Background: an optimization exercise with open tools, aiming at small area. Do not read the settings as production practice. The RTL was checked by simulation tests, not by an equivalence proof against the original design. No activity file was given, so power comes from the tool's default toggle rates.

**run.sh**
```bash
#!/bin/bash
# synth_recipe.tcl (not shown) runs the flow's synth.tcl, then flattens the netlist and writes it again
# the make line also repeats each setting of config.mk as NAME=value (left out here)
make -C /OpenROAD-flow-scripts/flow DESIGN_CONFIG=/design/flow/config.mk WORK_HOME=/design/flow/orfs CLKGATE_MAP_FILE= SYNTH_SCRIPT=/design/flow/synth_recipe.tcl finish
```
**design.v**
```verilog
module wb_regfile_sb #(
   parameter int XLEN   = 32,
   parameter int PEND_W = 2
) (
   input  logic            clk,
   input  logic            rst,
   input  logic [4:0]      rs1_addr,
   input  logic [4:0]      rs2_addr,
   output logic [XLEN-1:0] rs1_data,
   output logic [XLEN-1:0] rs2_data,
   output logic            rs1_busy,
   output logic            rs2_busy,
   input  logic            wb_we,
   input  logic [4:0]      wb_rd,
   input  logic [XLEN-1:0] wb_data,
   input  logic            iss_valid,
   input  logic            iss_we,
   input  logic [4:0]      iss_rd,
   output logic            iss_ready,
   input  logic            flush
);
   localparam bit BYPASS = 1'b1;
   logic [XLEN-1:0] regs [1:31];
   logic [31:1]     valid, cnt1, cnt0;
   logic [31:1]     valid_next, cnt1_next, cnt0_next;
   logic [4:0]  wr_n;
   logic [3:0]  wlo_n;
   logic [7:0]  whi_n;
   logic [31:1] dh;
   logic        wz3, wnz, dec;
   generate
      for (genvar b = 0; b < 5; b++) begin : g_wr_n
         wb_regfile_sb_inv u_i (.a(wb_rd[b]), .y(wr_n[b]));
      end
      for (genvar j = 0; j < 4; j++) begin : g_wlo
         wb_regfile_sb_nand3 u_n (.a(wb_we),
            .b(j[1] ? wb_rd[1] : wr_n[1]), .c(j[0] ? wb_rd[0] : wr_n[0]),
            .y(wlo_n[j]));
      end
      for (genvar k = 0; k < 8; k++) begin : g_whi
         wb_regfile_sb_nand3 u_n (.a(k[2] ? wb_rd[4] : wr_n[4]),
            .b(k[1] ? wb_rd[3] : wr_n[3]), .c(k[0] ? wb_rd[2] : wr_n[2]),
            .y(whi_n[k]));
      end
      for (genvar i = 1; i < 32; i++) begin : g_dh
         wb_regfile_sb_nor2 u_n (.a(wlo_n[i%4]), .b(whi_n[i/4]), .y(dh[i]));
      end
   endgenerate
   wb_regfile_sb_and3 u_wz3 (.a(wr_n[0]), .b(wr_n[1]), .c(wr_n[2]), .y(wz3));
   wb_regfile_sb_nand3 u_wnz (.a(wz3), .b(wr_n[3]), .c(wr_n[4]), .y(wnz));
   wb_regfile_sb_and2 u_dec (.a(wb_we), .b(wnz), .y(dec));
   logic [4:0]  ir_n;
   logic [3:0]  ilo_n, iul_n;
   logic [7:0]  ihi_n;
   logic [31:1] idec, iu;
   logic        ie;
   wb_regfile_sb_and2 u_ie (.a(iss_valid), .b(iss_we), .y(ie));
   generate
      for (genvar b = 0; b < 5; b++) begin : g_ir_n
         wb_regfile_sb_inv u_i (.a(iss_rd[b]), .y(ir_n[b]));
      end
      for (genvar j = 0; j < 4; j++) begin : g_ilo
         wb_regfile_sb_nand2 u_n (
            .a(j[1] ? iss_rd[1] : ir_n[1]), .b(j[0] ? iss_rd[0] : ir_n[0]),
            .y(ilo_n[j]));
         wb_regfile_sb_nand3 u_u (.a(ie),
            .b(j[1] ? iss_rd[1] : ir_n[1]), .c(j[0] ? iss_rd[0] : ir_n[0]),
            .y(iul_n[j]));
      end
      for (genvar k = 0; k < 8; k++) begin : g_ihi
         wb_regfile_sb_nand3 u_n (.a(k[2] ? iss_rd[4] : ir_n[4]),
            .b(k[1] ? iss_rd[3] : ir_n[3]), .c(k[0] ? iss_rd[2] : ir_n[2]),
            .y(ihi_n[k]));
      end
      for (genvar i = 1; i < 32; i++) begin : g_idec
         wb_regfile_sb_nor2 u_d (.a(ilo_n[i%4]), .b(ihi_n[i/4]), .y(idec[i]));
         wb_regfile_sb_nor2 u_u (.a(iul_n[i%4]), .b(ihi_n[i/4]), .y(iu[i]));
      end
   endgenerate
   logic [32*XLEN-1:0] rflat;
   assign rflat[XLEN-1:0] = '0;
   generate
      for (genvar i = 1; i < 32; i++) begin : g_rflat
         assign rflat[i*XLEN +: XLEN] = regs[i];
      end
   endgenerate
   wb_regfile_sb_rport #(.XLEN(XLEN), .BYPASS(BYPASS)) u_rp1 (
      .addr(rs1_addr), .wb_rd, .dec, .wb_data, .regs(rflat), .valid, .cnt1, .cnt0,
      .data(rs1_data), .busy(rs1_busy));
   wb_regfile_sb_rport #(.XLEN(XLEN), .BYPASS(BYPASS)) u_rp2 (
      .addr(rs2_addr), .wb_rd, .dec, .wb_data, .regs(rflat), .valid, .cnt1, .cnt0,
      .data(rs2_data), .busy(rs2_busy));
   logic ci1, ci0, cd1, cd0;
   wb_regfile_sb_or31 u_ci1 (.s(idec), .d(cnt1), .y(ci1));
   wb_regfile_sb_or31 u_ci0 (.s(idec), .d(cnt0), .y(ci0));
   wb_regfile_sb_or31 u_cd1 (.s(dh),   .d(cnt1), .y(cd1));
   wb_regfile_sb_or31 u_cd0 (.s(dh),   .d(cnt0), .y(cd0));
   wb_regfile_sb_nand2 u_rdy (.a(ci1), .b(ci0), .y(iss_ready));
   logic [4:0] xs;
   logic       sa, same_i_n, same_d;
   generate
      for (genvar b = 0; b < 5; b++) begin : g_xs
         wb_regfile_sb_xnor2 u_x (.a(iss_rd[b]), .b(wb_rd[b]), .y(xs[b]));
      end
   endgenerate
   wb_regfile_sb_and3  u_sa  (.a(xs[0]), .b(xs[1]), .c(xs[2]), .y(sa));
   wb_regfile_sb_nand4 u_sin (.a(sa), .b(xs[3]), .c(xs[4]), .d(dec), .y(same_i_n));
   wb_regfile_sb_and4  u_sd  (.a(sa), .b(xs[3]), .c(xs[4]), .d(ie), .y(same_d));
   logic ni1, ni0, ci0_n, ki;
   wb_regfile_sb_a21o u_ni1 (.a(ci0), .b(same_i_n), .c(ci1), .y(ni1));
   wb_regfile_sb_inv  u_ci0n (.a(ci0), .y(ci0_n));
   wb_regfile_sb_nor2 u_ki  (.a(ci0_n), .b(ci1), .y(ki));
   wb_regfile_sb_xor2 u_ni0 (.a(same_i_n), .b(ki), .y(ni0));
   logic nd1, nd0, xd_n, sd_n;
   wb_regfile_sb_o21a  u_nd1 (.a(same_d), .b(cd0), .c(cd1), .y(nd1));
   wb_regfile_sb_xnor2 u_xd  (.a(cd0), .b(cd1), .y(xd_n));
   wb_regfile_sb_xnor2 u_sdx (.a(same_d), .b(cd1), .y(sd_n));
   wb_regfile_sb_nor2  u_nd0 (.a(xd_n), .b(sd_n), .y(nd0));
   generate
      for (genvar i = 1; i < 32; i++) begin : g_cnt
         logic h, y1, y0;
         wb_regfile_sb_nor2 u_h (.a(iu[i]), .b(dh[i]), .y(h));
         wb_regfile_sb_aoi222 u_a1 (.a0(iu[i]), .b0(ni1), .a1(dh[i]), .b1(nd1),
            .a2(h), .b2(cnt1[i]), .y(y1));
         wb_regfile_sb_aoi222 u_a0 (.a0(iu[i]), .b0(ni0), .a1(dh[i]), .b1(nd0),
            .a2(h), .b2(cnt0[i]), .y(y0));
         wb_regfile_sb_nor2 u_n1 (.a(y1), .b(flush), .y(cnt1_next[i]));
         wb_regfile_sb_nor2 u_n0 (.a(y0), .b(flush), .y(cnt0_next[i]));
         wb_regfile_sb_or2 u_v (.a(valid[i]), .b(dh[i]), .y(valid_next[i]));
      end
   endgenerate
   always_ff @(posedge clk) begin
      for (int i = 1; i < 32; i++)
         if (dh[i]) regs[i] <= wb_data;
   end
   always_ff @(posedge clk or posedge rst) begin
      if (rst) begin
         valid <= '0;
         cnt1  <= '0;
         cnt0  <= '0;
      end else begin
         valid <= valid_next;
         cnt1  <= cnt1_next;
         cnt0  <= cnt0_next;
      end
   end
endmodule
module wb_regfile_sb_rport #(
   parameter int XLEN   = 32,
   parameter bit BYPASS = 1'b1
) (
   input  logic [4:0]      addr,
   input  logic [4:0]      wb_rd,
   input  logic            dec,
   input  logic [XLEN-1:0] wb_data,
   input  logic [32*XLEN-1:0] regs,   
   input  logic [31:1]     valid,
   input  logic [31:1]     cnt1,
   input  logic [31:1]     cnt0,
   output logic [XLEN-1:0] data,
   output logic            busy
);
   logic [4:0]  a_n, x;
   logic [3:0]  rlo_n, rlom;
   logic [7:0]  rhi_n, rhi;
   logic [31:1] rdec, sel;
   logic        e3, byp_n, byp, m1, m0;
   generate
      for (genvar b = 0; b < 5; b++) begin : g_x
         wb_regfile_sb_inv   u_i (.a(addr[b]), .y(a_n[b]));
         wb_regfile_sb_xnor2 u_x (.a(addr[b]), .b(wb_rd[b]), .y(x[b]));
      end
   endgenerate
   if (BYPASS) begin : g_byp
      wb_regfile_sb_and3  u_e3 (.a(x[0]), .b(x[1]), .c(x[2]), .y(e3));
      wb_regfile_sb_nand4 u_bn (.a(e3), .b(x[3]), .c(x[4]), .d(dec), .y(byp_n));
      wb_regfile_sb_inv   u_b  (.a(byp_n), .y(byp));
   end else begin : g_nobyp
      assign e3    = 1'b0;
      assign byp_n = 1'b1;
      assign byp   = 1'b0;
   end
   generate
      for (genvar j = 0; j < 4; j++) begin : g_lo
         wb_regfile_sb_nand2 u_n (.a(j[1] ? addr[1] : a_n[1]),
            .b(j[0] ? addr[0] : a_n[0]), .y(rlo_n[j]));
         wb_regfile_sb_and3 u_m (.a(byp_n), .b(j[1] ? addr[1] : a_n[1]),
            .c(j[0] ? addr[0] : a_n[0]), .y(rlom[j]));
      end
      for (genvar k = 0; k < 8; k++) begin : g_hi
         wb_regfile_sb_nand3 u_n (.a(k[2] ? addr[4] : a_n[4]),
            .b(k[1] ? addr[3] : a_n[3]), .c(k[0] ? addr[2] : a_n[2]),
            .y(rhi_n[k]));
         wb_regfile_sb_inv u_i (.a(rhi_n[k]), .y(rhi[k]));
      end
      for (genvar i = 1; i < 32; i++) begin : g_dec
         wb_regfile_sb_nor2 u_d (.a(rlo_n[i%4]), .b(rhi_n[i/4]), .y(rdec[i]));
         wb_regfile_sb_and3 u_s (.a(rlom[i%4]), .b(rhi[i/4]), .c(valid[i]),
            .y(sel[i]));
      end
   endgenerate
   generate
      for (genvar b = 0; b < XLEN; b++) begin : g_bit
         logic [9:0] g;
         logic       p0, p1, p2, o;
         for (genvar k = 0; k < 10; k++) begin : g_grp
            wb_regfile_sb_aoi222 u_g (
               .a0(regs[(3*k+1)*XLEN+b]), .b0(sel[3*k+1]),
               .a1(regs[(3*k+2)*XLEN+b]), .b1(sel[3*k+2]),
               .a2(regs[(3*k+3)*XLEN+b]), .b2(sel[3*k+3]), .y(g[k]));
         end
         wb_regfile_sb_nand4 u_p0 (.a(g[0]), .b(g[1]), .c(g[2]), .d(g[3]), .y(p0));
         wb_regfile_sb_nand4 u_p1 (.a(g[4]), .b(g[5]), .c(g[6]), .d(g[7]), .y(p1));
         wb_regfile_sb_nand2 u_p2 (.a(g[8]), .b(g[9]), .y(p2));
         wb_regfile_sb_or3   u_o  (.a(p0), .b(p1), .c(p2), .y(o));
         wb_regfile_sb_a221o u_y  (.a(regs[31*XLEN+b]), .b(sel[31]),
            .c(wb_data[b]), .d(byp), .e(o), .y(data[b]));
      end
   endgenerate
   wb_regfile_sb_or31 u_m1 (.s(rdec), .d(cnt1), .y(m1));
   wb_regfile_sb_or31 u_m0 (.s(rdec), .d(cnt0), .y(m0));
   wb_regfile_sb_a21o u_bz (.a(m0), .b(byp_n), .c(m1), .y(busy));
endmodule
module wb_regfile_sb_or31 (
   input  logic [31:1] s,
   input  logic [31:1] d,
   output logic        y
);
   logic [9:0] g;
   logic       p0, p1, p2;
   generate
      for (genvar k = 0; k < 10; k++) begin : g_grp
         wb_regfile_sb_aoi222 u_g (
            .a0(d[3*k+1]), .b0(s[3*k+1]), .a1(d[3*k+2]), .b1(s[3*k+2]),
            .a2(d[3*k+3]), .b2(s[3*k+3]), .y(g[k]));
      end
   endgenerate
   wb_regfile_sb_nand4  u_p0 (.a(g[0]), .b(g[1]), .c(g[2]), .d(g[3]), .y(p0));
   wb_regfile_sb_nand4  u_p1 (.a(g[4]), .b(g[5]), .c(g[6]), .d(g[7]), .y(p1));
   wb_regfile_sb_nand2  u_p2 (.a(g[8]), .b(g[9]), .y(p2));
   wb_regfile_sb_a2111o u_y  (.a(d[31]), .b(s[31]), .c(p0), .d(p1), .e(p2), .y(y));
endmodule
module wb_regfile_sb_inv (input logic a, output logic y);
   assign y = ~a;
endmodule
module wb_regfile_sb_nand2 (input logic a, b, output logic y);
   assign y = ~(a & b);
endmodule
module wb_regfile_sb_nand3 (input logic a, b, c, output logic y);
   assign y = ~(a & b & c);
endmodule
module wb_regfile_sb_nand4 (input logic a, b, c, d, output logic y);
   assign y = ~(a & b & c & d);
endmodule
module wb_regfile_sb_nor2 (input logic a, b, output logic y);
   assign y = ~(a | b);
endmodule
module wb_regfile_sb_and2 (input logic a, b, output logic y);
   assign y = a & b;
endmodule
module wb_regfile_sb_and3 (input logic a, b, c, output logic y);
   assign y = a & b & c;
endmodule
module wb_regfile_sb_and4 (input logic a, b, c, d, output logic y);
   assign y = a & b & c & d;
endmodule
module wb_regfile_sb_or2 (input logic a, b, output logic y);
   assign y = a | b;
endmodule
module wb_regfile_sb_or3 (input logic a, b, c, output logic y);
   assign y = a | b | c;
endmodule
module wb_regfile_sb_xor2 (input logic a, b, output logic y);
   assign y = a ^ b;
endmodule
module wb_regfile_sb_xnor2 (input logic a, b, output logic y);
   assign y = ~(a ^ b);
endmodule
module wb_regfile_sb_a21o (input logic a, b, c, output logic y);
   assign y = (a & b) | c;
endmodule
module wb_regfile_sb_o21a (input logic a, b, c, output logic y);
   assign y = (a | b) & c;
endmodule
module wb_regfile_sb_a221o (input logic a, b, c, d, e, output logic y);
   assign y = (a & b) | (c & d) | e;
endmodule
module wb_regfile_sb_a2111o (input logic a, b, c, d, e, output logic y);
   assign y = (a & b) | c | d | e;
endmodule
module wb_regfile_sb_aoi222 (input logic a0, b0, a1, b1, a2, b2, output logic y);
   assign y = ~((a0 & b0) | (a1 & b1) | (a2 & b2));
endmodule
```
**config.mk**
```make
export PLATFORM = sky130hd
export DESIGN_NAME = wb_regfile_sb
export DESIGN_NICKNAME = wb_regfile_sb
export VERILOG_FILES = /design/flow/design.v
export SDC_FILE = /design/flow/constraint.sdc
export NUM_CORES = 4
export LEC_CHECK = 0
export CAP_MARGIN = 20
export CORE_MARGIN = 2
export CORE_UTILIZATION = 45
export SLEW_MARGIN = 20
export SYNTH_HIERARCHICAL = 1
export SYNTH_MINIMUM_KEEP_SIZE = 0
```
**constraint.sdc**
```tcl
create_clock -name core_clock -period 8.0 [get_ports {clk}]
set_input_delay 1.6000 -clock core_clock [delete_from_list [all_inputs] [get_ports {clk}]]
set_output_delay 1.6000 -clock core_clock [all_outputs]
set_load 0.01 [all_outputs]
```
==> flow_summary.yaml, run 1 <==
sta:
  finClkSkew_ns: 0.0114
  max_freq_mhz: 128
  rsz0062_at_grt: "false"
  final_hold_viol_count: 0
  whs_ns: 0.482
  min_period_ns: 7.82
  fin_crit_sh_pct: 97.7
  tightest_slew_ns: 1.14
  drv_slew: 0
  slew_headroom_pct: 23.7
  tns_ns: 0
  setup_violations: 0
setup_path:
  cp_slowest_stage_delay_ns: 0.64
  r2r_slack_ns: 4.54
  startpoint_type: "primary input"
  ff2ff_path_depth: 7
  path_cells: "clkdlybuf4s50_1 > inv_1 > and3_1 > nand3_1 > and2_1 > nand4_1 > and3_1 > and3_1 > buf_4 > a222oi_1 > nand4_1 > or3_1 > a221o_1 > clkdlybuf4s50_1"
  cp-end-kind: "primary output"
  r2r_end: "cnt0[6]$_DFF_PP0_"
  cp_max_fo: 32
  crit_top_cell: "and3_1"
  crit_start: "wb_rd[0]"
  endpoint: "rs1_data[13]"
  path_class: "primary input to primary output"
  worstPathArrival_ns: 6.22
  slowest_stage: "clkdlybuf4s50_1"
  r2r-start: "cnt1[13]$_DFF_PP0_"
  required_ns: 6.40
placement:
  globalplace.congestion: 0.973
  dp_hpwl_mm: 98.8
  portBuffers: 124
clock_tree:
  holdBufCountCts: 0
  clock_latency_ns: 0.69
  cts_tree: "built"
  cts.sinks: 1085
  cts_root_buffer: "clkbuf_16"
  cts_inserted_buffers: 113
  cts_resized: 0
  clk_pin_slew_worst_paths_ns: 0.06
  clk_path_buf_depth: 3
  cts_setup_buffers: 0
  htreeDepth: 3
power:
  p_leak_nw: 17.5
  pwr_density_cell_nw_per_um2: 242
  irDropWorstVdd_uv: 186
routing:
  drtIter0Drc: 9040
  routed_wl_mm: 173
  drt_pre_antenna_iters: 14
  antenna_left: 0
  drc: 0
  vias: 35200
  avgViaCountPerCell: 7.89
  wl_per_cell_microns: 38.8
logic_synthesis:
  synth.net_count: 2754
  syn_inst: 2696
  synth_area_sq_um: 44500
  yosysWarnings: 8
  synth.avg_cell_area_sq_um: 16.5
flow_run:
  cap_violations: 0
layout:
  nets: 3126
  drive_above_1_share_pct: 10.6
  n_fill_cell: 7931
  areaGrowthSynthToFinish_pct: 17.9
grt:
  grt_overflow: 0
  antenna_found_initial: 1
  grt_pass1_vias: 34500
  grt.total_usage_pct: 33.0
  grt_max_degree: 66
  grt_pass1_wl_mm: 242
die:
  pin_count: 125
  fp.dieW_microns: 318
  num_rows: 115
  core_area_sq_um: 98100
  die-area_sq_um: 101000
  die_h_microns: 318
  initial_utilization_pct: 45.3
hold_path:
  hp-class: "flop to flop"
outcome:
  outcome: "timing/DRC/antenna clean"
[how the worst min path moves through the flow]
stage               depth (start not counted)  slack (ns)                start                  end
CTS                                         1        0.48  valid[28]$_DFF_PP0_  valid[28]$_DFF_PP0_
finish                                      1        0.48  valid[25]$_DFF_PP0_  valid[25]$_DFF_PP0_
floorplan                                   1        0.44  valid[10]$_DFF_PP0_  valid[10]$_DFF_PP0_
detailed placement                          1        0.46  valid[28]$_DFF_PP0_  valid[28]$_DFF_PP0_
global placement                            1        0.45  valid[25]$_DFF_PP0_  valid[25]$_DFF_PP0_
global route                                1        0.50  valid[25]$_DFF_PP0_  valid[25]$_DFF_PP0_
[report_power, final]
part	total, mW	switching [mW]	internal, mW
registers	6.35	0.0578	6.29
logic	0.925	0.602	0.323
clock network	5.42	2.19	3.23
[final cells by class]
class                   count  area, sq um  area share, %
flip-flops and latches   1085        32100           61.2
multi-input cells        1571        12500           23.8
clock buffers             145         3010           5.74
repair buffers            257         2230           4.25
well taps                1287         1610           3.07
clock inverters            63          823           1.57
inverters                  40          151          0.289
diodes                      8         20.0         0.0382
[state kept, by name (all words and copies together), names as in the netlist]
register	count
cnt1	31
cnt0	31
valid	31
regs	992
[stage by stage]
step	power (mW)	setup WS [ns]	instance area, sq um	cells	util [%]
global route	13.0	0.115	52400	4448	53.4
floorplan	6.79	2.38	44500	2696	-
detailed placement	7.36	0.336	48600	4240	49.5
finish	12.7	0.182	52400	4456	53.4
global placement	7.34	0.457	48600	4240	49.5
CTS	12.7	0.319	52400	4448	53.4
[metal layers]
layer	track usage, %	vias to the layer above	wire (microns)
li1	-	13800	-
met1	42.3	17500	60500
met2	51.4	3240	78300
met3	6.60	580	21500
met4	21.1	0	12700
met5	0	-	0
[worst max-delay path: cells and delay by family]
| kind | cells | cell delay, ns |
|---|---|---|
| buffers and inverters | 4 | 1.60 |
| AO/OA/AOI/OAI | 2 | 0.85 |
| AND/OR/NAND/NOR | 8 | 2.12 |
[cells in the final DEF (no fill, tap or decap)]
cell type / n
xor2_4: 1
a2111o_1: 8
buf_4: 134
o21a_1: 1
clkbuf_16: 115
nor2_1: 218
diode_2: 8
nor2_4: 32
clkinv_4: 2
inv_1: 39
xnor2_1: 17
dfrtp_1: 93
a221o_1: 64
clkinvlp_4: 5
and2_1: 2
nand3_1: 40
clkdlybuf4s50_1: 121
a21o_1: 3
clkbuf_8: 2
nand2_1: 85
a222oi_1: 782
clkinv_2: 15
edfxtp_1: 992
nand4_1: 147
buf_2: 2
or2_1: 31
and4_1: 1
nand3_2: 1
clkinv_1: 19
inv_6: 3
bufinv_16: 18
clkbuf_1: 28
clkinv_16: 2
and3_1: 70
or3_1: 64
and3_2: 4
==> inputs of run 2 (changes only) <==
==> flow/run.sh (new file) <==
#!/bin/bash
# Layout flow: the standard ORFS layout (standard.sh, unchanged synthesis,
# floorplan, power grid and tap cells), with two layout options changed:
#  * port buffers use the small sky130_fd_sc_hd__buf_1 cell (every input and
#    output port still gets its own buffer), and
#  * clock tree synthesis clusters up to 24 flip-flops per leaf buffer and
#    inserts no dummy loads.
# Each tool's full output stays in the ORFS log folder (orfs/logs/...); the
# output of the whole run is also written to run.log here.
set -euo pipefail
export BUFFER_PORTS_ARGS="-buffer_cell sky130_fd_sc_hd__buf_1"
export CTS_ARGS="-sink_clustering_enable -repair_clock_nets -dont_use_dummy_load -sink_clustering_size 24 -sink_clustering_max_diameter 120"
bash standard.sh finish > run.log 2>&1
==> standard.sh (new file) <==
#!/bin/bash
# synth_recipe.tcl (not shown) runs the flow's synth.tcl, then flattens the netlist and writes it again
# the make line also repeats each setting of config.mk as NAME=value (left out here)
make -C /OpenROAD-flow-scripts/flow DESIGN_CONFIG=/design/flow/config.mk WORK_HOME=/design/flow/orfs CLKGATE_MAP_FILE= SYNTH_SCRIPT=/design/flow/synth_recipe.tcl "${@:-finish}"
removed: run.sh
==> run 2 against run 1 <==
Effect of this change: flip-flop and latch count unchanged; critical path type unchanged; clock power is 47% lower; still clean; first-iteration DRC count increased by 5.4%.
==> flow_summary.yaml, run 2 <==
outcome:
  outcome: "timing/DRC/antenna clean"
routing:
  routed_wl_mm: 176
  drt_pre_antenna_iters: 14
  vias: 34900
  avgViaCountPerCell: 8.14
  drtIter0Drc: 9532
  antenna_left: 0
  drc: 0
  wl_per_cell_microns: 41.0
grt:
  grt_overflow: 0
  antenna_found_initial: 4
  grt_pass1_wl_mm: 244
  grt_max_degree: 65
  grt_pass1_vias: 34200
  grt.total_usage_pct: 33.3
power:
  p_int_mw: 7.64
  power_switching_mw: 2.37
  p_leak_nw: 16.0
  pwr_density_cell_nw_per_um2: 204
  clockPowerShare_pct: 28.4
  p_seq_share_pct: 63.3
  fin_total_pwr_mw: 10.0
  irDropWorstVdd_uv: 160
  comb_power_share_pct: 8.3
  p_sw_share_pct: 23.7
clock_tree:
  clock_latency_ns: 0.67
  cts_tree: "built"
  clk_path_buf_depth: 3
  cts_setup_buffers: 0
  cts_resized: 0
  cts_root_buffer: "clkbuf_16"
  cts_inserted_buffers: 51
  htreeDepth: 2
  holdBufCountCts: 0
  clk_pin_slew_worst_paths_ns: 0.08
  cts.sinks: 1085
setup_path:
  path_buf_inv: 3
  crit_top_cell: "and3_1"
  cp_max_fo: 11
  worstPathArrival_ns: 5.92
  path_cells: "buf_1 > inv_1 > and3_1 > nand3_1 > and2_1 > nand4_1 > and3_1 > and3_1 > a222oi_1 > nand4_1 > or3_1 > a221o_1 > buf_1"
  cp-end-kind: "primary output"
  slowest_stage: "a222oi_1"
  startpoint_type: "primary input"
  critical_path.top_delay_family: "simple AND/OR/NAND/NOR gates"
  r2r_slack_ns: 4.42
  required_ns: 6.40
  cp_slowest_stage_delay_ns: 0.72
  path_class: "primary input to primary output"
logic_synthesis:
  synth.avg_cell_area_sq_um: 16.5
  synth.net_count: 2754
  syn_inst: 2696
  yosysWarnings: 8
  synth_area_sq_um: 44500
die:
  initial_utilization_pct: 45.3
  pin_count: 125
  core_area_sq_um: 98100
  fp.dieW_microns: 318
  die-area_sq_um: 101000
  num_rows: 115
  die_h_microns: 318
sta:
  rsz0062_at_grt: "false"
  tns_ns: 0
  tightest_slew_ns: 1.14
  fin_crit_sh_pct: 94.0
  finClkSkew_ns: 0.0371
  max_freq_mhz: 133
  slew_headroom_pct: 24.0
  final_hold_viol_count: 0
  setup_violations: 0
  min_period_ns: 7.52
  drv_slew: 0
layout:
  drive_above_1_share_pct: 7.27
  fin_cells: 4288
  areaGrowthSynthToFinish_pct: 10.3
  regMostFlops: "regs"
  final-seq-area_sq_um: 32100
  largest_register_ffs: 992
  nets: 3059
  layout_common_cells: "edfxtp_1 (992), a222oi_1 (782), nor2_1 (218), nand4_1 (147), buf_4 (128)"
  n_fill_cell: 8228
  layout_commonest_cell: "edfxtp_1"
  multi_input_area_sq_um: 12500
placement:
  dp_cells: 4235
  globalplace.congestion: 0.956
  portBuffers: 124
  dp_hpwl_mm: 101
hold_path:
  hp-class: "flop to flop"
flow_run:
  cap_violations: 0
==> run 2: worst register-to-register path, delay by kind of cell, from the launching register on <==
family          cells  cell delay (ns)
flops               1             0.44
compound gates      3             1.28
simple gates        3             0.83
xor+xnor            1             0.93
==> run 2: power groups by stage <==
stage	sequential [mW]	combinational [mW]	clock (mW)
after global routing	6.35	0.853	3.05
final	6.34	0.836	2.85
after global placement	6.46	0.790	0
after floorplan	6.45	0.344	0
after detailed placement	6.46	0.799	0
after CTS	6.33	0.802	2.88
==> run 2: layout make-up <==
class | instances | area share [%]
flip-flops and latches | 1085 | 65.5
repair buffers | 252 | 2.91
multi-input cells | 1571 | 25.4
clock buffers | 51 | 2.60
inverters | 40 | 0.309
well taps | 1287 | 3.28
diodes | 2 | 0.0102
==> run 2: metrics by stage <==
step	hold slack, ns	utilization [%]	area [sq um]	setup WS (ns)
2_1_floorplan	0.439	-	44500	2.38
6_report	0.478	50.0	49100	0.480
4_1_cts	0.483	50.0	49100	0.639
3_5_place_dp	0.461	48.7	47800	0.671
5_1_grt	0.500	50.0	49100	0.406
3_3_place_gp	0.453	48.7	47800	0.714
==> run 2: path summary, 6_finish.rpt <==
| path | from | end | cells after the start |
|---|---|---|---|
| setup / recovery | wb_rd[2] | rs1_data[9] | 13 |
| hold / removal | valid[3]$_DFF_PP0_ | valid[3]$_DFF_PP0_ | 1 |
| setup reg to reg | cnt1[13]$_DFF_PP0_ | cnt0[23]$_DFF_PP0_ | 7 |
| hold reg to reg | valid[3]$_DFF_PP0_ | valid[3]$_DFF_PP0_ | 1 |
| max in group asynchronous | rst | cnt1[11]$_DFF_PP0_ | 3 |
| min in group asynchronous | rst | cnt0[19]$_DFF_PP0_ | 2 |
==> run 2: metal layers <==
metal	track usage [%]	vias to the layer above	wire, microns
met5	0	-	12
met2	52.2	3253	79900
met4	19.8	2	12200
met1	42.2	17600	60900
li1	-	13500	-
met3	7.95	554	22700
==> inputs of run 3 (changes only) <==
--- a/design.v
+++ b/design.v
@@ -51,7 +51,7 @@
    wb_regfile_sb_and2 u_dec (.a(wb_we), .b(wnz), .y(dec));
    logic [4:0]  ir_n;
-   logic [3:0]  ilo_n, iul_n;
+   logic [3:0]  ilo_n;
    logic [7:0]  ihi_n;
-   logic [31:1] idec, iu;
+   logic [31:1] idec;
    logic        ie;
    wb_regfile_sb_and2 u_ie (.a(iss_valid), .b(iss_we), .y(ie));
@@ -64,7 +64,4 @@
             .a(j[1] ? iss_rd[1] : ir_n[1]), .b(j[0] ? iss_rd[0] : ir_n[0]),
             .y(ilo_n[j]));
-         wb_regfile_sb_nand3 u_u (.a(ie),
-            .b(j[1] ? iss_rd[1] : ir_n[1]), .c(j[0] ? iss_rd[0] : ir_n[0]),
-            .y(iul_n[j]));
       end
       for (genvar k = 0; k < 8; k++) begin : g_ihi
@@ -75,5 +72,4 @@
       for (genvar i = 1; i < 32; i++) begin : g_idec
          wb_regfile_sb_nor2 u_d (.a(ilo_n[i%4]), .b(ihi_n[i/4]), .y(idec[i]));
-         wb_regfile_sb_nor2 u_u (.a(iul_n[i%4]), .b(ihi_n[i/4]), .y(iu[i]));
       end
    endgenerate
@@ -86,8 +82,8 @@
    endgenerate
    wb_regfile_sb_rport #(.XLEN(XLEN), .BYPASS(BYPASS)) u_rp1 (
-      .addr(rs1_addr), .wb_rd, .dec, .wb_data, .regs(rflat), .valid, .cnt1, .cnt0,
+      .addr(rs1_addr), .wb_rd, .wb_we, .wb_data, .regs(rflat), .valid, .cnt1, .cnt0,
       .data(rs1_data), .busy(rs1_busy));
    wb_regfile_sb_rport #(.XLEN(XLEN), .BYPASS(BYPASS)) u_rp2 (
-      .addr(rs2_addr), .wb_rd, .dec, .wb_data, .regs(rflat), .valid, .cnt1, .cnt0,
+      .addr(rs2_addr), .wb_rd, .wb_we, .wb_data, .regs(rflat), .valid, .cnt1, .cnt0,
       .data(rs2_data), .busy(rs2_busy));
    logic ci1, ci0, cd1, cd0;
@@ -107,9 +103,8 @@
    wb_regfile_sb_nand4 u_sin (.a(sa), .b(xs[3]), .c(xs[4]), .d(dec), .y(same_i_n));
    wb_regfile_sb_and4  u_sd  (.a(sa), .b(xs[3]), .c(xs[4]), .d(ie), .y(same_d));
-   logic ni1, ni0, ci0_n, ki;
-   wb_regfile_sb_a21o u_ni1 (.a(ci0), .b(same_i_n), .c(ci1), .y(ni1));
-   wb_regfile_sb_inv  u_ci0n (.a(ci0), .y(ci0_n));
-   wb_regfile_sb_nor2 u_ki  (.a(ci0_n), .b(ci1), .y(ki));
-   wb_regfile_sb_xor2 u_ni0 (.a(same_i_n), .b(ki), .y(ni0));
+   logic ni1, ni0, same_i;
+   wb_regfile_sb_inv u_sii (.a(same_i_n), .y(same_i));
+   wb_regfile_sb_nexti u_ni (.c1(ci1), .c0(ci0), .ie, .dec(same_i),
+      .n1(ni1), .n0(ni0));
    logic nd1, nd0, xd_n, sd_n;
    wb_regfile_sb_o21a  u_nd1 (.a(same_d), .b(cd0), .c(cd1), .y(nd1));
@@ -120,8 +115,8 @@
       for (genvar i = 1; i < 32; i++) begin : g_cnt
          logic h, y1, y0;
-         wb_regfile_sb_nor2 u_h (.a(iu[i]), .b(dh[i]), .y(h));
-         wb_regfile_sb_aoi222 u_a1 (.a0(iu[i]), .b0(ni1), .a1(dh[i]), .b1(nd1),
+         wb_regfile_sb_nor2 u_h (.a(idec[i]), .b(dh[i]), .y(h));
+         wb_regfile_sb_aoi222 u_a1 (.a0(idec[i]), .b0(ni1), .a1(dh[i]), .b1(nd1),
             .a2(h), .b2(cnt1[i]), .y(y1));
-         wb_regfile_sb_aoi222 u_a0 (.a0(iu[i]), .b0(ni0), .a1(dh[i]), .b1(nd0),
+         wb_regfile_sb_aoi222 u_a0 (.a0(idec[i]), .b0(ni0), .a1(dh[i]), .b1(nd0),
             .a2(h), .b2(cnt0[i]), .y(y0));
          wb_regfile_sb_nor2 u_n1 (.a(y1), .b(flush), .y(cnt1_next[i]));
@@ -152,5 +147,5 @@
    input  logic [4:0]      addr,
    input  logic [4:0]      wb_rd,
-   input  logic            dec,
+   input  logic            wb_we,
    input  logic [XLEN-1:0] wb_data,
    input  logic [32*XLEN-1:0] regs,   
@@ -165,5 +160,5 @@
    logic [7:0]  rhi_n, rhi;
    logic [31:1] rdec, sel;
-   logic        e3, byp_n, byp, m1, m0;
+   logic        e3, byp_n, byp, az, m1, m0;
    generate
       for (genvar b = 0; b < 5; b++) begin : g_x
@@ -174,9 +169,11 @@
    if (BYPASS) begin : g_byp
       wb_regfile_sb_and3  u_e3 (.a(x[0]), .b(x[1]), .c(x[2]), .y(e3));
-      wb_regfile_sb_nand4 u_bn (.a(e3), .b(x[3]), .c(x[4]), .d(dec), .y(byp_n));
-      wb_regfile_sb_inv   u_b  (.a(byp_n), .y(byp));
+      wb_regfile_sb_nand4 u_bn (.a(e3), .b(x[3]), .c(x[4]), .d(wb_we), .y(byp_n));
+      wb_regfile_sb_nor2  u_az (.a(rlo_n[0]), .b(rhi_n[0]), .y(az));
+      wb_regfile_sb_nor2  u_b  (.a(byp_n), .b(az), .y(byp));
    end else begin : g_nobyp
       assign e3    = 1'b0;
       assign byp_n = 1'b1;
+      assign az    = 1'b0;
       assign byp   = 1'b0;
    end
@@ -241,4 +238,21 @@
    wb_regfile_sb_a2111o u_y  (.a(d[31]), .b(s[31]), .c(p0), .d(p1), .e(p2), .y(y));
 endmodule
+module wb_regfile_sb_nexti (
+   input  logic c1, c0, ie, dec,
+   output logic n1, n0
+);
+   logic inc;
+   assign inc = ie & ~(c1 & c0);
+   always_comb begin
+      {n1, n0} = {c1, c0};
+      if (inc && !dec) begin
+         n1 = c1 | c0;
+         n0 = ~c0;
+      end else if (dec && !inc && (c1 || c0)) begin
+         n1 = c1 & c0;
+         n0 = ~c0;
+      end
+   end
+endmodule
 module wb_regfile_sb_inv (input logic a, output logic y);
    assign y = ~a;
@@ -271,7 +285,4 @@
    assign y = a | b | c;
 endmodule
-module wb_regfile_sb_xor2 (input logic a, b, output logic y);
-   assign y = a ^ b;
-endmodule
 module wb_regfile_sb_xnor2 (input logic a, b, output logic y);
    assign y = ~(a ^ b);
==> flow/run.sh (replaced) <==
#!/bin/bash
# Layout flow: the standard ORFS layout (standard.sh: the unchanged
# standard synthesis, floorplan, power grid, tap cells, placement, routing),
# with two layout options changed through the ORFS variables it reads:
#  * BUFFER_PORTS_ARGS: port buffers use the small sky130_fd_sc_hd__buf_1
#    cell (every input and output port still gets its own buffer);
#  * CTS_ARGS: the clock tree uses sky130_fd_sc_hd__clkbuf_8 buffers, each
#    leaf driving up to 16 flip-flops, and inserts no dummy loads.
# Each tool's full output is in the ORFS log folder (orfs/logs/...); the
# output of the whole run is also written to run.log here.
set -euo pipefail
export BUFFER_PORTS_ARGS="-buffer_cell sky130_fd_sc_hd__buf_1"
export CTS_ARGS="-sink_clustering_enable -repair_clock_nets -dont_use_dummy_load -sink_clustering_size 16 -sink_clustering_max_diameter 100 -buf_list sky130_fd_sc_hd__clkbuf_8"
bash standard.sh finish > run.log 2>&1
==> run 3 against run 2 <==
Effect of this change: final area shrank 0.53%; via count grew 0.11%; flip-flop and latch count is the same; maximum frequency grew 1.7%; total power shrank 2.4%; critical path type unchanged; clock skew shrank 0.011 ns; non-clock buffer count grew 2; global-route usage shrank 0.49 points; register-to-register slack gained 0.17 ns; critical endpoint is now rs2_data[1]; sequential power is essentially flat; die area shrank 0.19%.
==> flow_summary.yaml, run 3 <==
layout:
  largest_register_ffs: 992
  layout_commonest_cell: "edfxtp_1"
  final_cell_area_sq_um: 48800
  n_fill_cell: 8297
  final_util_pct: 49.7
  regMostFlops: "regs"
  drive_above_1_share_pct: 8.26
  fin_cells: 4294
  multi_input_area_sq_um: 12400
  nets: 3062
  final-seq-area_sq_um: 32100
  layout_common_cells: "edfxtp_1 (992), a222oi_1 (782), nor2_1 (188), nand4_1 (147), buf_4 (129)"
  areaGrowthSynthToFinish_pct: 9.93
clock_tree:
  cts_inserted_buffers: 78
  holdBufCountCts: 0
  htreeDepth: 3
  clk_pin_slew_worst_paths_ns: 0.07
  cts_resized: 0
  cts_tree: "built"
  clk_path_buf_depth: 3
  clock_latency_ns: 0.73
  cts_root_buffer: "clkbuf_8"
  cts.sinks: 1085
  cts_setup_buffers: 0
sta:
  fin_crit_sh_pct: 92.4
  finClkSkew_ns: 0.0260
  max_freq_mhz: 135
  drv_slew: 0
  min_period_ns: 7.39
  slew_headroom_pct: 20.5
  tns_ns: 0
  final_hold_viol_count: 0
  setup_violations: 0
  rsz0062_at_grt: "false"
  tightest_slew_ns: 1.19
routing:
  drtIter0Drc: 10200
  antenna_left: 0
  drc: 0
  avgViaCountPerCell: 8.14
  drt_pre_antenna_iters: 15
  vias: 35000
  wl_per_cell_microns: 40.1
  routed_wl_mm: 172
power:
  p_seq_share_pct: 64.8
  fin_total_pwr_mw: 9.78
  irDropWorstVdd_uv: 123
  p_leak_nw: 15.9
  p_int_mw: 7.39
  p_sw_share_pct: 24.5
  power_switching_mw: 2.39
  comb_power_share_pct: 8.5
  pwr_density_cell_nw_per_um2: 200
  clockPowerShare_pct: 26.7
grt:
  antenna_found_initial: 6
  gr-max-usage-layer: "met2"
  grt_pass1_wl_mm: 241
  grt_overflow: 0
  use_met1_pct: 43.1
  grt.total_usage_pct: 32.8
  globalRouteMet3Util_pct: 7.30
  grt_max_degree: 63
  use_met2_pct: 50.6
  grt_pass1_vias: 33700
setup_path:
  worstPathArrival_ns: 5.79
  path_class: "primary input to primary output"
  cp_max_fo: 18
  required_ns: 6.40
  startpoint_type: "primary input"
  r2r_slack_ns: 4.59
  cp-end-kind: "primary output"
die:
  die_h_microns: 318
  fp.dieW_microns: 318
  num_rows: 115
  pin_count: 125
  core_area_sq_um: 98100
  initial_utilization_pct: 45.2
  die-area_sq_um: 101000
placement:
  portBuffers: 124
  dp_cells: 4210
  dp_hpwl_mm: 98.8
  place_area_sq_um: 47700
  globalplace.congestion: 0.945
hold_path:
  hp-class: "flop to flop"
logic_synthesis:
  synth.net_count: 2728
  synth.avg_cell_area_sq_um: 16.6
  syn_inst: 2670
  synth_area_sq_um: 44400
  yosysWarnings: 9
outcome:
  outcome: "timing/DRC/antenna clean"
flow_run:
  cap_violations: 0
[run 3: cell count changes in the layout (fill, tap and decap cells not counted), sizes merged, moves of 2 or more]
cell / before / now
buf: 250 / 253
clkbuf: 53 / 79
diode: 2 / 5
nand3: 41 / 37
nor2: 250 / 222
nor2b: 0 / 2
o21ai: 0 / 2
[run 3: layout make-up]
cell class,count,share of cell area (%)
repair buffers,254,2.96
inverters,39,0.303
flip-flops and latches,1085,65.8
multi-input cells,1546,25.4
well taps,1287,3.30
clock buffers,78,2.20
diodes,5,0.0256
[run 3: routing by layer]
layer / routed length, microns / part of all wire (%)
met5: 7 / 0.0041
met4: 11300 / 6.6
met3: 23700 / 14
met2: 77300 / 45
met1: 60000 / 35
[run 3: worst max-delay path: stages]
cell and delay [ns]:
buf_1 0.32, xnor2_1 0.17, and3_1 0.17, nand4_1 0.29, and3_1 0.42, and3_1 0.54
buf_4 0.42, a222oi_1 0.55, nand4_1 0.42, or3_1 0.47, a221o_1 0.27, buf_1 0.13
[run 3: final timing paths]
check	start	endpoint	cells past startpoint
setup / recovery	wb_rd[2]	rs2_data[1]	12
min in group asynchronous	rst	cnt1[22]$_DFF_PP0_	2
hold / removal	valid[8]$_DFF_PP0_	valid[8]$_DFF_PP0_	1
max in group asynchronous	rst	valid[8]$_DFF_PP0_	3
setup reg to reg	cnt1[4]$_DFF_PP0_	cnt0[4]$_DFF_PP0_	8
hold reg to reg	valid[8]$_DFF_PP0_	valid[8]$_DFF_PP0_	1
[run 3: stage by stage]
| stage | hold WS [ns] | setup WS, ns |
|---|---|---|
| 2_1_floorplan | 0.439 | 2.44 |
| 3_3_place_gp | 0.454 | 0.874 |
| 3_5_place_dp | 0.460 | 0.833 |
| 4_1_cts | 0.480 | 0.822 |
| 5_1_grt | 0.490 | 0.540 |
| 6_report | 0.487 | 0.606 |
[run 3: power groups by stage]
| stage | combinational, mW | sequential (mW) | clock [mW] |
|---|---|---|---|
| floorplan | 0.345 | 6.45 | 0 |
| global placement | 0.782 | 6.46 | 0 |
| detailed placement | 0.792 | 6.46 | 0 |
| CTS | 0.795 | 6.33 | 2.63 |
| global route | 0.843 | 6.35 | 2.83 |
| finish | 0.830 | 6.34 | 2.61 |
==> inputs of run 4 (changes only) <==
--- a/design.v
+++ b/design.v
@@ -199,6 +199,6 @@
    generate
       for (genvar b = 0; b < XLEN; b++) begin : g_bit
-         logic [9:0] g;
-         logic       p0, p1, p2, o;
+         logic [10:0] g;
+         logic        p0, p1, p2;
          for (genvar k = 0; k < 10; k++) begin : g_grp
             wb_regfile_sb_aoi222 u_g (
@@ -207,10 +207,10 @@
                .a2(regs[(3*k+3)*XLEN+b]), .b2(sel[3*k+3]), .y(g[k]));
          end
+         wb_regfile_sb_nand2 u_g10 (.a(regs[31*XLEN+b]), .b(sel[31]), .y(g[10]));
          wb_regfile_sb_nand4 u_p0 (.a(g[0]), .b(g[1]), .c(g[2]), .d(g[3]), .y(p0));
          wb_regfile_sb_nand4 u_p1 (.a(g[4]), .b(g[5]), .c(g[6]), .d(g[7]), .y(p1));
-         wb_regfile_sb_nand2 u_p2 (.a(g[8]), .b(g[9]), .y(p2));
-         wb_regfile_sb_or3   u_o  (.a(p0), .b(p1), .c(p2), .y(o));
-         wb_regfile_sb_a221o u_y  (.a(regs[31*XLEN+b]), .b(sel[31]),
-            .c(wb_data[b]), .d(byp), .e(o), .y(data[b]));
+         wb_regfile_sb_nand3 u_p2 (.a(g[8]), .b(g[9]), .c(g[10]), .y(p2));
+         wb_regfile_sb_a2111o u_y (.a(wb_data[b]), .b(byp),
+            .c(p0), .d(p1), .e(p2), .y(data[b]));
       end
    endgenerate
==> run 4 against run 3 <==
Effect of this change: first-iteration DRC count is 13% lower; clock skew is 0.022 ns higher; largest power group unchanged; global-route usage is 0.40 points lower; die area stayed put; utilization is 0.27 points lower; wire length is 1.0% lower; area after synthesis stayed put; synthesized cell count stayed put; largest cell class unchanged; combinational power is 15% lower; clock-buffer cell count stayed put.
==> flow_summary.yaml, run 4 <==
grt:
  grt.total_usage_pct: 32.4
  grt_pass1_wl_mm: 237
  grt_max_degree: 63
  antenna_found_initial: 6
  grt_pass1_vias: 34000
  grt_overflow: 0
power:
  power_switching_mw: 2.27
  p_seq_share_pct: 65.8
  comb_power_share_pct: 7.4
  fin_total_pwr_mw: 9.63
  clockPowerShare_pct: 26.8
  p_int_mw: 7.35
  pwr_density_cell_nw_per_um2: 198
  p_sw_share_pct: 23.6
  p_leak_nw: 15.6
  irDropWorstVdd_uv: 128
setup_path:
  path_class: "primary input to primary output"
  r2r-start: "cnt1[16]$_DFF_PP0_"
  cp_slowest_stage_delay_ns: 0.65
  endpoint: "rs1_data[16]"
  cp-end-kind: "primary output"
  critical_path.top_delay_family: "simple AND/OR/NAND/NOR gates"
  ff2ff_path_depth: 7
  required_ns: 6.40
  r2r_end: "cnt1[24]$_DFF_PP0_"
  path_cells: "buf_1 > xnor2_1 > and3_1 > nand4_1 > and3_1 > and3_2 > a222oi_1 > nand4_1 > a2111o_1 > buf_1"
  crit_start: "wb_rd[2]"
  crit_cells: 10
  worstPathArrival_ns: 5.36
  path_buf_inv: 2
  startpoint_type: "primary input"
  cp_max_fo: 32
  slowest_stage: "and3_2"
  r2r_slack_ns: 4.62
sta:
  max_freq_mhz: 144
  fin_crit_sh_pct: 87.0
  setup_violations: 0
  min_period_ns: 6.96
  finClkSkew_ns: 0.0476
  final_hold_viol_count: 0
  tns_ns: 0
  whs_ns: 0.485
  slew_headroom_pct: 14.5
  tightest_slew_ns: 1.28
  rsz0062_at_grt: "false"
  drv_slew: 0
routing:
  vias: 34500
  wl_per_cell_microns: 40.2
  drtIter0Drc: 8872
  drt_pre_antenna_iters: 14
  antenna_left: 0
  avgViaCountPerCell: 8.12
  routed_wl_mm: 171
  drc: 0
layout:
  fin_cells: 4246
  nets: 3017
  regMostFlops: "regs"
  areaGrowthSynthToFinish_pct: 9.34
  layout_common_cells: "edfxtp_1 (992), a222oi_1 (782), nor2_1 (188), nand4_1 (147), buf_1 (115)"
  drive_above_1_share_pct: 9.20
  largest_register_ffs: 992
  layout_commonest_cell: "edfxtp_1"
hold_path:
  hp-class: "flop to flop"
placement:
  globalplace.congestion: 0.932
  portBuffers: 124
  dp_hpwl_mm: 98.4
  dp_cells: 4165
clock_tree:
  htreeDepth: 3
  cts_setup_buffers: 0
  clk_pin_slew_worst_paths_ns: 0.10
  holdBufCountCts: 0
  cts_root_buffer: "clkbuf_8"
  cts_tree: "built"
  cts.sinks: 1085
  cts_inserted_buffers: 78
  cts_resized: 0
  clk_path_buf_depth: 3
  clock_latency_ns: 0.72
die:
  die-area_sq_um: 101000
  die_h_microns: 318
  core_area_sq_um: 98100
  initial_utilization_pct: 45.2
  num_rows: 115
  fp.dieW_microns: 318
  pin_count: 125
flow_run:
  cap_violations: 0
logic_synthesis:
  yosysWarnings: 9
  synth_area_sq_um: 44400
  synth.net_count: 2728
  synth.avg_cell_area_sq_um: 16.6
  syn_inst: 2670
outcome:
  outcome: "timing/DRC/antenna clean"
-- run 4: layout make-up --
| type | instances | area (sq um) |
|---|---|---|
| well taps | 1287 | 1610 |
| repair buffers | 209 | 1120 |
| flip-flops and latches | 1085 | 32100 |
| multi-input cells | 1546 | 12500 |
| fillers | 8211 | 49600 |
| inverters | 39 | 148 |
| clock buffers | 78 | 1070 |
| diodes | 2 | 5.00 |
-- run 4: power groups by stage --
stage / Combinational, mW / Sequential, mW / Clock [mW]
2_1_floorplan: 0.315 / 6.45 / 0
3_3_place_gp: 0.673 / 6.46 / 0
3_5_place_dp: 0.685 / 6.46 / 0
4_1_cts: 0.687 / 6.33 / 2.62
5_1_grt: 0.734 / 6.35 / 2.81
6_report: 0.708 / 6.34 / 2.58
-- run 4: metal layers --
layer / up-vias / global-route usage, % / wire length [microns] / part of all wire, %
met1: 17200 / 41.8 / 59900 / 35
met2: 3271 / 50.6 / 77700 / 46
met3: 600 / 8.61 / 24400 / 14
met5: - / 0 / 68 / 0.040
li1: 13400 / - / - / -
met4: 10 / 16.6 / 8510 / 5.0
-- run 4: stage by stage --
step | setup WS (ns) | area [sq um] | util [%]
floorplan | 2.44 | 44400 | -
global route | 1.09 | 48500 | 49.5
global placement | 1.30 | 47400 | 48.3
detailed placement | 1.26 | 47400 | 48.3
finish | 1.04 | 48500 | 49.5
CTS | 1.25 | 48500 | 49.4
-- run 4: how the worst min path moves through the flow --
stage          depth (start not counted)  slack (ns)             endpoint                start
2_1_floorplan                          1        0.44  valid[10]$_DFF_PP0_  valid[10]$_DFF_PP0_
3_3_place_gp                           1        0.45  valid[13]$_DFF_PP0_  valid[13]$_DFF_PP0_
3_5_place_dp                           1        0.46  valid[28]$_DFF_PP0_  valid[28]$_DFF_PP0_
4_1_cts                                1        0.48  valid[29]$_DFF_PP0_  valid[29]$_DFF_PP0_
5_1_grt                                1        0.49  valid[30]$_DFF_PP0_  valid[30]$_DFF_PP0_
6_report                               1        0.48  valid[30]$_DFF_PP0_  valid[30]$_DFF_PP0_
-- run 4: worst register-to-register path, cell delays in order (launching register included) --
cell and delay [ns]:
dfrtp_1 0.46, a222oi_1 0.46, nand4_1 0.32, a2111o_1 0.57, o21ai_0 0.25, nand2_2 0.51, a222oi_1 0.55, nor2_1 0.11
==> inputs of run 5 (changes only) <==
--- a/flow/run.sh
+++ b/flow/run.sh
@@ -6,5 +6,7 @@
 #    cell (every input and output port still gets its own buffer);
 #  * CTS_ARGS: the clock tree uses sky130_fd_sc_hd__clkbuf_8 buffers, each
-#    leaf driving up to 16 flip-flops, and inserts no dummy loads.
+#    leaf driving up to 16 flip-flops, and inserts no dummy loads;
+#  * RECOVER_POWER: after global routing, ORFS's power recovery downsizes
+#    cells on paths that have slack to spare.
 # Each tool's full output is in the ORFS log folder (orfs/logs/...); the
 # output of the whole run is also written to run.log here.
@@ -12,3 +14,4 @@
 export BUFFER_PORTS_ARGS="-buffer_cell sky130_fd_sc_hd__buf_1"
 export CTS_ARGS="-sink_clustering_enable -repair_clock_nets -dont_use_dummy_load -sink_clustering_size 16 -sink_clustering_max_diameter 100 -buf_list sky130_fd_sc_hd__clkbuf_8"
+export RECOVER_POWER=100
 bash standard.sh finish > run.log 2>&1
==> run 5 against run 4 <==
Effect of this change: now fails the layout checks on max-capacitance violations, max-slew violations; final area shrank 0.65%; via count barely moved; clock-buffer cell count unchanged; final cell count hardly changed; critical endpoint is now rs2_data[16].
==> flow_summary.yaml, run 5 <==
clock_tree:
  htreeDepth: 3
  holdBufCountCts: 0
  clk_path_buf_depth: 3
  cts_setup_buffers: 0
  cts_tree: "built"
  cts.sinks: 1085
  clk_pin_slew_worst_paths_ns: 0.10
  cts_resized: 0
  cts_inserted_buffers: 78
  clock_latency_ns: 0.73
  cts_root_buffer: "clkbuf_8"
setup_path:
  path_buf_inv: 2
  crit_top_cell: "and3_1"
  required_ns: 6.40
  cp_max_fo: 32
  cp_slowest_stage_delay_ns: 1.52
  worstPathArrival_ns: 5.65
  startpoint_type: "primary input"
  cp-end-kind: "primary output"
  path_class: "primary input to primary output"
  slowest_stage: "and3_1"
  path_cells: "clkbuf_1 > xnor2_1 > and3_1 > nand4_1 > and3_1 > and3_1 > a222oi_1 > nand4_1 > a2111o_1 > buf_1"
  critical_path.top_delay_family: "simple AND/OR/NAND/NOR gates"
sta:
  slew_headroom_pct: -148
  rsz0062_at_grt: "false"
  worst_slack_ns: 0.750
  finClkSkew_ns: 0.0491
  whs_ns: 0.483
  tns_ns: 0
  fin_crit_sh_pct: 90.6
  tightest_slew_ns: 3.72
  min_period_ns: 7.25
  final_hold_viol_count: 0
  max_freq_mhz: 138
  setup_violations: 0
  drv_slew: 1394
power:
  power_switching_mw: 2.27
  p_leak_nw: 15.3
  pwr_density_cell_nw_per_um2: 200
  p_sw_share_pct: 23.6
  clockPowerShare_pct: 26.8
  fin_total_pwr_mw: 9.63
  p_seq_share_pct: 65.9
  p_int_mw: 7.35
  comb_power_share_pct: 7.3
  irDropWorstVdd_uv: 128
layout:
  drive_above_1_share_pct: 6.53
  n_fill_cell: 8271
  nets: 3017
  final_cell_area_sq_um: 48200
  largest_register_ffs: 992
  layout_common_cells: "edfxtp_1 (992), a222oi_1 (782), nor2_1 (200), nand4_1 (147), buf_1 (109)"
  areaGrowthSynthToFinish_pct: 8.62
  regMostFlops: "regs"
  layout_commonest_cell: "edfxtp_1"
die:
  fp.dieW_microns: 318
  num_rows: 115
  die-area_sq_um: 101000
  core_area_sq_um: 98100
  pin_count: 125
  die_h_microns: 318
  initial_utilization_pct: 45.2
routing:
  wl_per_cell_microns: 40.3
  antenna_left: 0
  avgViaCountPerCell: 8.12
  routed_wl_mm: 171
  wl_met3_mm: 24.6
  dr_wl_met2_mm: 77.2
  maxUsedRoutingLayer: "met5"
  drt_pre_antenna_iters: 17
  vias: 34500
  drc: 0
  drt-met1-wl_mm: 59.8
  drtIter0Drc: 8879
grt:
  grt.total_usage_pct: 32.4
  grt_pass1_wl_mm: 237
  antenna_found_initial: 6
  grt_max_degree: 63
  grt_pass1_vias: 34000
  grt_overflow: 0
logic_synthesis:
  yosysWarnings: 9
  synth.net_count: 2728
  synth.avg_cell_area_sq_um: 16.6
  synth_area_sq_um: 44400
  syn_inst: 2670
placement:
  place_area_sq_um: 47400
  globalplace.congestion: 0.932
  dp_hpwl_mm: 98.4
  portBuffers: 124
  pre_cts_slack_ns: 1.26
outcome:
  so_faults: "max-capacitance violations, max-slew violations"
  outcome: "complete, but fails checks"
flow_run:
  cap_violations: 40
hold_path:
  hp-class: "flop to flop"
==> run 5: final timing paths <==
kind	startpoint	endpoint	slack, ns	cells past startpoint
max in group asynchronous	rst	valid[16]$_DFF_PP0_	2.96	3
min reg2reg	valid[30]$_DFF_PP0_	valid[30]$_DFF_PP0_	0.48	1
min in group asynchronous	rst	cnt1[27]$_DFF_PP0_	1.38	2
max reg2reg	cnt1[16]$_DFF_PP0_	cnt1[24]$_DFF_PP0_	4.60	7
min	valid[30]$_DFF_PP0_	valid[30]$_DFF_PP0_	0.48	1
max	wb_rd[2]	rs2_data[16]	0.75	10
==> run 5: area by class of cell <==
class | instances | area [sq um] | area share, %
Multi-Input combinational cell | 1546 | 12400 | 25.7
Tap cell | 1287 | 1610 | 3.34
Timing Repair Buffer | 209 | 888 | 1.84
Inverter | 39 | 148 | 0.306
Clock buffer | 78 | 1070 | 2.23
Sequential cell | 1085 | 32100 | 66.6
Antenna cell | 5 | 12.5 | 0.0259
==> run 5: worst reg2reg max path: cells and delay by family (launching register included) <==
family	cells	cell delay [ns]
AO/OA/AOI/OAI	4	1.83
flip-flops	1	0.46
AND/OR/NAND/NOR	3	0.94
==> run 5: power by group through the flow <==
stage	clock network (mW)	registers (mW)	logic (mW)
2_1_floorplan	0	6.45	0.315
3_3_place_gp	0	6.46	0.673
3_5_place_dp	0	6.46	0.685
4_1_cts	2.62	6.33	0.687
5_1_grt	2.81	6.36	0.723
6_report	2.58	6.35	0.698
==> run 5: through the flow <==
step	utilization, %	std cells
2_1_floorplan	-	2670
3_3_place_gp	48.3	4165
3_5_place_dp	48.3	4165
4_1_cts	49.4	4243
5_1_grt	49.1	4246
6_report	49.1	4249
==> run 5: metal layers <==
metal	track usage, %	up-vias
met5	0	-
met4	16.6	8
met1	41.8	17100
li1	-	13400
met3	8.61	639
met2	50.6	3294

[what the ideal ports hide]
In the flow no input, the clock included, has a driving cell. The finished layouts below were timed again as built, in two steps. Step 1 assumes that a clkbuf_16 drives the clock port and a buf_2 every other input. Step 2 also shifts input and output timing later by t, the mid clock arrival at the registers, as if the neighbouring blocks saw the same clock. Three values: ideal, step 1, step 2; two values: the first two.
| run | t (ns) | slack for setup (ns) | slew at the worst register clock pin (ns) | worst data-port slew with drivers (ns) |
|---|---|---|---|---|
| run 1 | 0.765 | 0.182 / 0.155 / 0.155 | 0.07 / 0.07 | 0.05 |
| run 2 | 0.724 | 0.480 / 0.456 / 0.456 | 0.11 / 0.11 | 0.05 |
| run 3 | 0.806 | 0.606 / 0.570 / 0.570 | 0.12 / 0.12 | 0.05 |
| run 4 | 0.766 | 1.040 / 1.015 / 1.015 | 0.11 / 0.11 | 0.06 |
| run 5 | 0.772 | 0.750 / 0.721 / 0.110 | 0.11 / 0.11 | 0.06 |
The setup slack of run 5, which loses most, moves by -0.029 ns with the drivers and by -0.640 ns with both steps.
